Source: an optimization exercise on an open RTL-to-GDS flow (aim: small area, a short achievable clock period and few clock cycles per item). Production flows keep margins and buffers that such runs may drop.
RTL that was checked went through simulation tests only; none was proved equivalent to the original.
Power figures rest on the tool's default switching activity, not on a simulated workload.

==> flow/design.v (excerpt) <==
module exec_unit (
    input  logic        clk,
    input  logic        rst_n,
    input  logic        cyc,
    input  logic        stb,
    input  logic        we,
    input  logic [2:0]  adr,
    input  logic [31:0] dat_w,
    output logic [31:0] dat_r,
    output logic        ack
);
Size: roughly 240 flip-flops, roughly 73 I/O pins, roughly 20000 sq um of cells after synthesis.
Settings: LEC_CHECK=0, CAP_MARGIN=20, CORE_MARGIN=2, CORE_UTILIZATION=50, SETUP_SLACK_MARGIN=3.0, SLEW_MARGIN=20; clock period 7.0 ns.
run.sh (not shown) runs the stock make flow with config.mk's settings and CLKGATE_MAP_FILE= SYNTH_SCRIPT=/design/flow/synth_recipe.tcl, a recipe that flattens the netlist after the stock synthesis.
Testbench counts at the start, summed over its fixed seeds: cycles 20,703, ops 2,400.
Rerun with:
Settings changed: CORE_UTILIZATION 50 to 40, SETUP_SLACK_MARGIN 3.0 to 2.8.
Effect: Wire length rose by 0.59%. Synthesized cell count does not change. Register-to-register slack degrades by 0.21 ns. Clock-buffer cell count fell by 3. Clock power fell by about 9%.

exec_unit, a different RTL version from the one above (not shown whole).
Size in the first run: ~2,300 cells after synthesis, ~240 flip-flops, ~73 I/O pins.
make LEC_CHECK=0 CAP_MARGIN=20 CORE_MARGIN=2 CORE_UTILIZATION=40 SETUP_SLACK_MARGIN=2.5 SLEW_MARGIN=20 finish   # period 7.0 ns
Testbench counts at the start, summed over its fixed seeds: cycles 20,703, ops 2,400.
Change:
Settings changed: CORE_UTILIZATION 40 to 60, SETUP_SLACK_MARGIN 2.5 to 3.0.
After rerunning: Cell area goes up by 2.0%; critical path depth goes down by 1; utilization goes up by 24 points; global-route usage goes up by 16 points.
Change:
Settings changed: CORE_UTILIZATION 60 to 40.
What happened: The new run finished with timing, DRC and antenna clean. Total power falls by 0.83%. Area after synthesis stays the same. Sequential power hardly moves. Wire length rises by 7.7%. Combinational power rises by about 2%. Global-route usage falls by 13 points. Hold slack gets worse by 0.0090 ns.

exec_unit, a different RTL version from the one above (not shown whole).
For scale: ~2200 cells after synthesis, ~73 I/O pins.
Design exec_unit, start of the top module:
module exec_unit (
    input  logic        clk,
    input  logic        rst_n,
    input  logic        cyc,
    input  logic        stb,
    input  logic        we,
    input  logic [2:0]  adr,
    input  logic [31:0] dat_w,
    output logic [31:0] dat_r,
    output logic        ack
);
    function automatic logic [5:0] clz32(input logic [31:0] v);
        logic [15:0] v1; logic [15:0] c1;
        logic [7:0]  v2; logic [15:0] c2;
        logic [3:0]  v3; logic [11:0] c3;
        logic [1:0]  v4; logic [7:0]  c4;
        logic        v5; logic [4:0]  c5;
        for (int i = 0; i < 16; i++) begin
            v1[i] = v[2*i+1] | v[2*i];
            c1[i] = ~v[2*i+1];
        end
        for (int i = 0; i < 8; i++) begin
            v2[i] = v1[2*i+1] | v1[2*i];
            c2[2*i +: 2] = v1[2*i+1] ? {1'b0, c1[2*i+1]} : {1'b1, c1[2*i]};
        end
        for (int i = 0; i < 4; i++) begin
            v3[i] = v2[2*i+1] | v2[2*i];
            c3[3*i +: 3] = v2[2*i+1] ? {1'b0, c2[2*(2*i+1) +: 2]} : {1'b1, c2[2*(2*i) +: 2]};
        end
        for (int i = 0; i < 2; i++) begin
            v4[i] = v3[2*i+1] | v3[2*i];
            c4[4*i +: 4] = v3[2*i+1] ? {1'b0, c3[3*(2*i+1) +: 3]} : {1'b1, c3[3*(2*i) +: 3]};
        end
        v5 = v4[1] | v4[0];
        c5 = v4[1] ? {1'b0, c4[7:4]} : {1'b1, c4[3:0]};
        clz32 = v5 ? {1'b0, c5} : 6'd32;
    endfunction
    logic [31:0] reg_a, reg_b, reg_i;
    logic        busy;
    logic [31:0] x, y, z;
    logic [5:0]  amt;                 
    logic        op_add, op_addi, op_sub, op_and, op_or, op_sll, op_sra, op_mul, op_div;
    logic        sa, rneg, imm_ovf, dz;
    logic [2:0]  st_id;               
    logic        st_neq, st_lt;
    logic sel, hold, launch, wr;
    assign sel    = cyc & stb;
    assign hold   = busy & ((we & (adr == 3'd2)) | (~we & ((adr == 3'd3) | (adr == 3'd4))));
    assign ack    = sel & ~hold;
    assign wr     = sel & we & ~hold;
    assign launch = wr & (adr == 3'd2);
    always_comb begin
        case (adr)
            3'd0:    dat_r = reg_a;
            3'd1:    dat_r = reg_b;
            3'd2:    dat_r = reg_i;
  ...
==> flow/config.mk <==
export PLATFORM = sky130hd
export DESIGN_NAME = exec_unit
export DESIGN_NICKNAME = exec_unit
export VERILOG_FILES = /design/flow/design.v
export SDC_FILE = /design/flow/constraint.sdc
export NUM_CORES = 4
export LEC_CHECK = 0
export CAP_MARGIN = 20
export CORE_MARGIN = 2
export CORE_UTILIZATION = 40
export SETUP_SLACK_MARGIN = 4.0
export SLEW_MARGIN = 20
==> flow/constraint.sdc <==
create_clock -name core_clock -period 7.0 [get_ports {clk}]
set_input_delay 1.4000 -clock core_clock [delete_from_list [all_inputs] [get_ports {clk}]]
set_output_delay 1.4000 -clock core_clock [all_outputs]
set_load 0.01 [all_outputs]
The baseline completed without violations.
Then changed:
- SETUP_SLACK_MARGIN: 4.0 -> 3.2
Effect: Power falls by 3.9%; worst hold slack loses 0.017 ns; clock skew came out lower by 0.020 ns; die area is unchanged.
Function was not checked in any run of this note: the RTL went through the layout flow alone.

==> what the ideal ports hide <==
The flow's constraints put no driver on any port. The routed layouts listed below were extracted and timed again, unchanged, in two steps. Step 1 sets driving cells, clkbuf_16 on the clock port and buf_2 on the other inputs (assumed; they add their load-dependent delay and slew). Step 2 adds t to the input delays and takes it off the output delays; t is the mean of the earliest and latest rising clock arrival at the registers after step 1. Input paths then give back, and output paths get back, about the clock's delay inside the block. a / b / c = ideal ports / drivers / drivers and shift; a / b = the first two.
run	shift t [ns]	setup slack, ns	latest minus earliest clock arrival (ns)
the first run of note 1	0.617	3.044 / 2.955 / 2.568	0.026 / 0.026
the second run of note 1	0.616	2.833 / 2.795 / 2.286	0.034 / 0.034
the first run of note 2	0.619	2.452 / 2.452 / 1.930	0.035 / 0.035
the second run of note 2	0.630	2.897 / 2.859 / 2.381	0.015 / 0.014
the third run of note 2	0.644	2.950 / 2.889 / 2.505	0.035 / 0.036
the first run of note 3	0.614	2.402 / 2.402 / 2.402	0.035 / 0.034
the second run of note 3	0.620	2.481 / 2.481 / 2.481	0.014 / 0.014
After both steps setup and hold are still met in every run listed. The setup slack of the second run of note 1, which loses most, moves by -0.038 ns with the drivers and by -0.547 ns with both steps.
